This is an optimization exercise on Yosys and OpenROAD, whose aim is small area and a short achievable clock period, not a production implementation. Where RTL was checked, it was by simulation tests only, not by an equivalence proof against the original. Power is estimated from default activity; no workload was simulated.

// obstacle_field
module obstacle_field #(
    parameter int NUM_OBSTACLES = 10,
    parameter int SCROLL_SPEED  = 4
) (
    input  logic                                                   clk,
    input  logic                                                   rst_n,
    input  logic [1:0]                                             gamemode,
    output logic [playfield_pkg::score_bits-1:0]                   score,
    output logic [NUM_OBSTACLES-1:0][playfield_pkg::x_bits-1:0]    box_left,
    output logic [NUM_OBSTACLES-1:0][playfield_pkg::x_bits-1:0]    box_right,
    output logic [NUM_OBSTACLES-1:0][playfield_pkg::y_bits-1:0]    box_top,
    output logic [NUM_OBSTACLES-1:0][playfield_pkg::y_bits-1:0]    box_bottom
);
For scale: roughly 1600 cells after synthesis.
export LEC_CHECK = 0
export CAP_MARGIN = 0
export CORE_MARGIN = 2
export CORE_UTILIZATION = 65
export CTS_BUF_LIST = sky130_fd_sc_hd__clkbuf_16
export CTS_CLUSTER_DIAMETER = 80
export CTS_CLUSTER_SIZE = 30
export SLEW_MARGIN = 0
create_clock -name core_clock -period 13.0 [get_ports {clk}]
standard.sh (not shown) runs the stock make flow with config.mk's settings and CLKGATE_MAP_FILE= SYNTH_SCRIPT=/design/flow/synth_recipe.tcl, a recipe that flattens the netlist after the stock synthesis.
==> flow/flow/run.sh <==
#!/bin/bash
# Standard layout, with the smallest buffer on every port, timing repair
# aiming at a shorter period than the constraint asks, and the tie cells of
# the constant outputs paired (one conb_1 drives a HI and a LO port).
set -euo pipefail
export BUFFER_PORTS_ARGS="-buffer_cell sky130_fd_sc_hd__buf_1"
export SETUP_SLACK_MARGIN=8.85
results="$PWD/orfs/results/sky130hd/obstacle_field/base"
bash standard.sh "$results/3_3_place_gp.odb" > standard_place.log 2>&1
TIE_ODB="$results/3_3_place_gp.odb" openroad -no_init -no_splash -exit flow/merge_ties.tcl > merge_ties.log 2>&1
bash standard.sh > standard.log 2>&1
==> flow/flow/merge_ties.tcl <==
# Pair the tie cells that each drive one constant output port: one conb_1 has
# both a HI and a LO pin, so each LO tie cell's port moves to the LO pin of the
# nearest HI tie cell, and the emptied cell is removed.
set odb_file $::env(TIE_ODB)
read_db $odb_file
set block [ord::get_db_block]

proc port_xy {net} {
  set bt [lindex [$net getBTerms] 0]
  set bb [$bt getBBox]
  return [list [expr {([$bb xMin] + [$bb xMax]) / 2}] [expr {([$bb yMin] + [$bb yMax]) / 2}]]
}

set his {}
set los {}
foreach inst [$block getInsts] {
  if {[[$inst getMaster] getName] ne "sky130_fd_sc_hd__conb_1"} { continue }
  set hnet [[$inst findITerm HI] getNet]
  set lnet [[$inst findITerm LO] getNet]
  if {$hnet ne "NULL" && $lnet eq "NULL" && [llength [$hnet getBTerms]] == 1 && [llength [$hnet getITerms]] == 1} {
    lappend his [list $inst [port_xy $hnet]]
  } elseif {$lnet ne "NULL" && $hnet eq "NULL" && [llength [$lnet getBTerms]] == 1 && [llength [$lnet getITerms]] == 1} {
    lappend los [list $inst [port_xy $lnet]]
  }
}
puts "tie cells: [llength $his] HI, [llength $los] LO"

set merged 0
foreach lo $los {
  lassign $lo linst lxy
  set best -1
  set bestd 0
  set i 0
  foreach hi $his {
    lassign $hi hinst hxy
    set d [expr {abs([lindex $hxy 0] - [lindex $lxy 0]) + abs([lindex $hxy 1] - [lindex $lxy 1])}]
    if {$best < 0 || $d < $bestd} { set best $i; set bestd $d }
    incr i
  }
  if {$best < 0} { break }
  set hinst [lindex [lindex $his $best] 0]
  set his [lreplace $his $best $best]
  set it [$linst findITerm LO]
  set net [$it getNet]
  $it disconnect
  [$hinst findITerm LO] connect $net
  odb::dbInst_destroy $linst
  incr merged
  puts "merged [$net getName] at distance [expr {$bestd / 1000.0}] um"
}
puts "merged $merged tie cells"
write_db $odb_file
Rerun with:
--- a/flow/flow/run.sh
+++ b/flow/flow/run.sh
@@ -7 +7 @@
-export SETUP_SLACK_MARGIN=8.85
+export SETUP_SLACK_MARGIN=9.0
CAP_MARGIN = 20   (was 0)
CORE_UTILIZATION = 60   (was 65)
SLEW_MARGIN = 20   (was 0)
=>
- register-to-register slack improved by 0.12 ns
- count of clock-buffer cells in the layout is lower by 1
- utilization goes up by 7.1 points
- non-clock buffer count came out higher by 46
- die area grows by 8.1%
- clock skew barely changes
- hold slack stays flat
- first-iteration DRC count goes up by 6.1%
- final area grows by 20%
Rerun with:
--- a/flow/flow/run.sh
+++ b/flow/flow/run.sh
@@ -7 +7 @@
-export SETUP_SLACK_MARGIN=9.0
+export SETUP_SLACK_MARGIN=8.8
CAP_MARGIN = 0   (was 20)
CORE_UTILIZATION = 65   (was 60)
SLEW_MARGIN = 0   (was 20)
TNS_END_PERCENT = 30   (was default)
=> Design area went down by 17%; clock skew is about the same; sequential cell count stays the same; die area went down by 7.5%.
Rerun with:
CORE_UTILIZATION = 60   (was 65)
TNS_END_PERCENT = default   (was 30)
Final area is higher by 0.52%.
Final cell count climbs by 2.1%.
Synthesized cell count does not change.
Global-route usage goes down by 2.2 points.
Hold slack hardly moves.
Power stays flat.
Wire length came out lower by 0.44%.
Register-to-register slack degrades by 0.02 ns.
Rerun with:
CORE_UTILIZATION = 65   (was 60)
TNS_END_PERCENT = 0   (was default)
Outcome: Power stays flat. Setup slack is worse by 0.11 ns. Clock skew came out lower by 0.0032 ns. Synthesized cell count stays the same. Worst hold slack is about the same. Synthesized area does not change. Final area decreases by 1.6%.
Rerun with:
CAP_MARGIN = 20   (was 0)
CORE_UTILIZATION = 60   (was 65)
SLEW_MARGIN = 20   (was 0)
TNS_END_PERCENT = default   (was 0)
Utilization is lower by 5.1 points.
Worst setup slack improved by 0.10 ns.
Fmax went up by 2.4%.
Final cell count increases by 2.8%.
Cell area increases by 1.7%.
Routed wire length climbs by 4.4%.
Sequential share of layout area goes down by 0.93 points.

---

obstacle_field, a different RTL version from the one above (not shown whole).
Size in the first run: ~1,700 cells after synthesis, roughly 390 flip-flops, roughly 400 I/O pins, about 19,000 um^2 of cells after synthesis.
export LEC_CHECK = 0
export CAP_MARGIN = 20
export CORE_MARGIN = 2
export CORE_UTILIZATION = 60
export CTS_BUF_LIST = sky130_fd_sc_hd__clkbuf_8
export SLEW_MARGIN = 20
create_clock -name core_clock -period 13.0 [get_ports {clk}]
==> flow/flow/run.sh <==
#!/bin/bash
# Standard layout, with the smallest buffer on every port and timing repair
# aiming at a shorter period than the constraint asks.
set -euo pipefail
export BUFFER_PORTS_ARGS="-buffer_cell sky130_fd_sc_hd__buf_1"
export SETUP_SLACK_MARGIN=9.3
bash standard.sh > standard.log 2>&1
Edit:
--- a/flow/flow/run.sh
+++ b/flow/flow/run.sh
@@ -6 +6 @@
-export SETUP_SLACK_MARGIN=9.3
+export SETUP_SLACK_MARGIN=9.0
What happened:
- global-route usage rose by 2.0 points
- cell area shrinks slightly
- clock skew came out higher by 0.023 ns
- setup slack improved by 0.019 ns
- first-iteration DRC count decreases by a few percent
- sequential cell count is unchanged
- via count goes up slightly
- clock-buffer cell count fell by 4
- power drops slightly
Edit:
--- a/flow/flow/run.sh
+++ b/flow/flow/run.sh
@@ -6 +6 @@
-export SETUP_SLACK_MARGIN=9.0
+export SETUP_SLACK_MARGIN=8.8
Outcome:
- routed wire length went down by 26%
- count of clock-buffer cells in the layout went up by 5
- worst setup slack improves by 0.015 ns
- sequential power stays flat
- total power went down by 2.4%
No functional check of the RTL was part of any run of this note.

---

Setup of job 481:
Another version of the RTL of obstacle_field (not shown whole).
For scale: ~1700 cells after synthesis, roughly 400 I/O pins.
export LEC_CHECK = 0
export CAP_MARGIN = 20
export CORE_MARGIN = 2
export CORE_UTILIZATION = 60
export CTS_BUF_LIST = sky130_fd_sc_hd__clkbuf_16
export CTS_CLUSTER_DIAMETER = 80
export CTS_CLUSTER_SIZE = 30
export SLEW_MARGIN = 20
create_clock -name core_clock -period 13.0 [get_ports {clk}]
==> flow/flow/run.sh <==
#!/bin/bash
# Standard layout, with the smallest buffer on every port and timing repair
# aiming at a shorter period than the constraint asks.
set -euo pipefail
export BUFFER_PORTS_ARGS="-buffer_cell sky130_fd_sc_hd__buf_1"
export SETUP_SLACK_MARGIN=8.8
bash standard.sh > standard.log 2>&1
Input-level comparison between job 9466 and job 481:
- a change of CORE_UTILIZATION from 60 to 75
--- outcome ---
Having completed the whole flow, job 9466 delivered a layout that passed the timing, DRC and antenna checks.
Per the comparison of job 9466 with job 481, number of vias after detailed routing went up by 578; leakage component of the power held.
Cmp job 9466 and job 481 / signal arrival time at the worst endpoint / higher: job 9466
Job 9466 does better than job 481 on area enclosed by the die boundary.
Summary — shortest period the worst path allows, job 9466 relative to job 481: higher, by 0.083 ns.
Edits applied to the flow inputs when going from job 9466 to job 4182:
- swapping 75 for 60 in CORE_UTILIZATION
-- flow/flow/run.sh --
<<< job 9466, line 5
export BUFFER_PORTS_ARGS="-buffer_cell sky130_fd_sc_hd__buf_1"
export SETUP_SLACK_MARGIN=8.8
bash standard.sh > standard.log 2>&1
>>> job 4182, line 5
export BUFFER_PORTS_ARGS="-buffer_cell sky130_fd_sc_hd__buf_1"
export SETUP_SLACK_MARGIN=8.9
bash standard.sh > standard.log 2>&1
==> comparison <==
- Job 4182 | status: complete | timing, DRC, antenna: pass
- Between job 4182 and job 9466, it is job 4182 whose delay contributed by the slowest stage of the critical path is higher, by 0.10 ns.
- Number of tapcells: job 4182 higher than job 9466
- Summary of the comparison: design area is higher in job 4182, relative to job 9466.
- Compared with job 9466, job 4182 shows maximum frequency from static timing analysis higher by 2.2%.
- In job 4182, the met3 demand-to-capacity share in global routing came out 1.0 points below the value in job 9466.
- The run showing the greater synthesis-to-finish area growth is job 4182.
- Diff job 9466 -> job 4182: non-clock buffer count now sits higher, final worst-path cycle share has decreased.
#### Input delta (job 9092 over job 4182)
==> flow/flow/run.sh <==
#!/bin/bash
# Standard layout, with the smallest buffer on every port, timing repair
# aiming at a shorter period than the constraint asks, and the tie cells of
# the constant outputs paired (one conb_1 drives a HI and a LO port).
set -euo pipefail
export BUFFER_PORTS_ARGS="-buffer_cell sky130_fd_sc_hd__buf_1"
export SETUP_SLACK_MARGIN=8.8
results="$PWD/orfs/results/sky130hd/obstacle_field/base"
bash standard.sh "$results/3_3_place_gp.odb" > standard_place.log 2>&1
TIE_ODB="$results/3_3_place_gp.odb" openroad -no_init -no_splash -exit flow/merge_ties.tcl > merge_ties.log 2>&1
bash standard.sh > standard.log 2>&1
==> flow/flow/merge_ties.tcl (new file) <==
# Pair the tie cells that each drive one constant output port: one conb_1 has
# both a HI and a LO pin, so each LO tie cell's port moves to the LO pin of the
# nearest HI tie cell, and the emptied cell is removed.
set odb_file $::env(TIE_ODB)
read_db $odb_file
set block [ord::get_db_block]

proc port_xy {net} {
  set bt [lindex [$net getBTerms] 0]
  set bb [$bt getBBox]
  return [list [expr {([$bb xMin] + [$bb xMax]) / 2}] [expr {([$bb yMin] + [$bb yMax]) / 2}]]
}

set his {}
set los {}
foreach inst [$block getInsts] {
  if {[[$inst getMaster] getName] ne "sky130_fd_sc_hd__conb_1"} { continue }
  set hnet [[$inst findITerm HI] getNet]
  set lnet [[$inst findITerm LO] getNet]
  if {$hnet ne "NULL" && $lnet eq "NULL" && [llength [$hnet getBTerms]] == 1 && [llength [$hnet getITerms]] == 1} {
    lappend his [list $inst [port_xy $hnet]]
  } elseif {$lnet ne "NULL" && $hnet eq "NULL" && [llength [$lnet getBTerms]] == 1 && [llength [$lnet getITerms]] == 1} {
    lappend los [list $inst [port_xy $lnet]]
  }
}
puts "tie cells: [llength $his] HI, [llength $los] LO"

set merged 0
foreach lo $los {
  lassign $lo linst lxy
  set best -1
  set bestd 0
  set i 0
  foreach hi $his {
    lassign $hi hinst hxy
    set d [expr {abs([lindex $hxy 0] - [lindex $lxy 0]) + abs([lindex $hxy 1] - [lindex $lxy 1])}]
    if {$best < 0 || $d < $bestd} { set best $i; set bestd $d }
    incr i
  }
  if {$best < 0} { break }
  set hinst [lindex [lindex $his $best] 0]
  set his [lreplace $his $best $best]
  set it [$linst findITerm LO]
  set net [$it getNet]
  $it disconnect
  [$hinst findITerm LO] connect $net
  odb::dbInst_destroy $linst
  incr merged
  puts "merged [$net getName] at distance [expr {$bestd / 1000.0}] um"
}
puts "merged $merged tie cells"
write_db $odb_file
--- outcome ---
Diff job 4182 -> job 9092: die area barely changed, summed area of non-filler cells in the final layout dropped 5.5%.
The global routing usage on met2 in job 9092 sits 0.19 points below the value recorded for job 4182.
Max cell-internal power across job 9092 and job 4182: job 9092
Higher wire length was reported by job 4182, not job 9092.
Relative to job 4182, job 9092 improves minimum setup slack after placement.
Minimum clock period after layout was lower in job 4182 than in job 9092.
The estimated power of job 9092 ends up higher than the estimate for job 4182.
From job 4182 to job 9092 the numbers moved as follows: cell depth of the worst setup path moved down, clock power moved up.
## Diff of input files: job 7705 against job 9092
- setting GPL_TIMING_DRIVEN to 1 for the first time
Findings:
Changes observed in job 7705 relative to job 9092: non-clock buffer total of the final layout saw little to no change, post-route worst hold slack saw little to no change, setup slack saw little to no change, combined area of the multi-input logic cells saw little to no change, overall fraction of global-route tracks in use saw little to no change.
Job 7705 and job 9092 ended up with nearly the same proportion of power drawn by flip-flops and latches.

-- separate check: timing with driven ports --
How much do the figures lean on ideal ports? The routed layouts below were timed once more, with nothing changed but the port constraints. Step 1 (the two cells are an assumption about what drives the block):
set clk [get_ports {clk}]
set_driving_cell -lib_cell sky130_fd_sc_hd__clkbuf_16 $clk
set_driving_cell -lib_cell sky130_fd_sc_hd__buf_2 [delete_from_list [all_inputs] $clk]
Step 2, shift: input delay + t, output delay - t, t = (earliest + latest rising clock arrival at the registers) / 2. This alone moves slack from input paths to output paths. Slacks: no drivers / after step 1 / after step 2; pairs: no drivers / after step 1.
run	shift t [ns]	setup slack, ns	latest minus earliest clock arrival (ns)
the first run of note 1	0.575	8.832 / 8.783 / 8.635	0.033 / 0.033
the second run of note 1	0.574	8.702 / 8.649 / 8.623	0.039 / 0.040
the third run of note 1	0.574	8.762 / 8.713 / 8.433	0.034 / 0.034
the fourth run of note 1	0.570	8.820 / 8.767 / 8.576	0.029 / 0.029
the fifth run of note 1	0.571	8.709 / 8.660 / 8.433	0.023 / 0.023
the sixth run of note 1	0.572	8.811 / 8.758 / 8.569	0.030 / 0.030
the first run of note 2	0.636	8.757 / 8.709 / 8.639	0.026 / 0.026
the second run of note 2	0.635	8.776 / 8.730 / 8.510	0.055 / 0.056
the third run of note 2	0.633	8.791 / 8.742 / 8.389	0.035 / 0.035
job 481	0.573	8.848 / 8.797 / 8.434	0.032 / 0.032
job 9466	0.554	8.766 / 8.766 / 8.437	0.044 / 0.044
job 4182	0.577	8.855 / 8.804 / 8.455	0.031 / 0.031
job 9092	0.562	8.850 / 8.798 / 8.407	0.032 / 0.033
job 7705	0.562	8.850 / 8.798 / 8.407	0.032 / 0.033
After both steps every run listed still meets setup and hold.
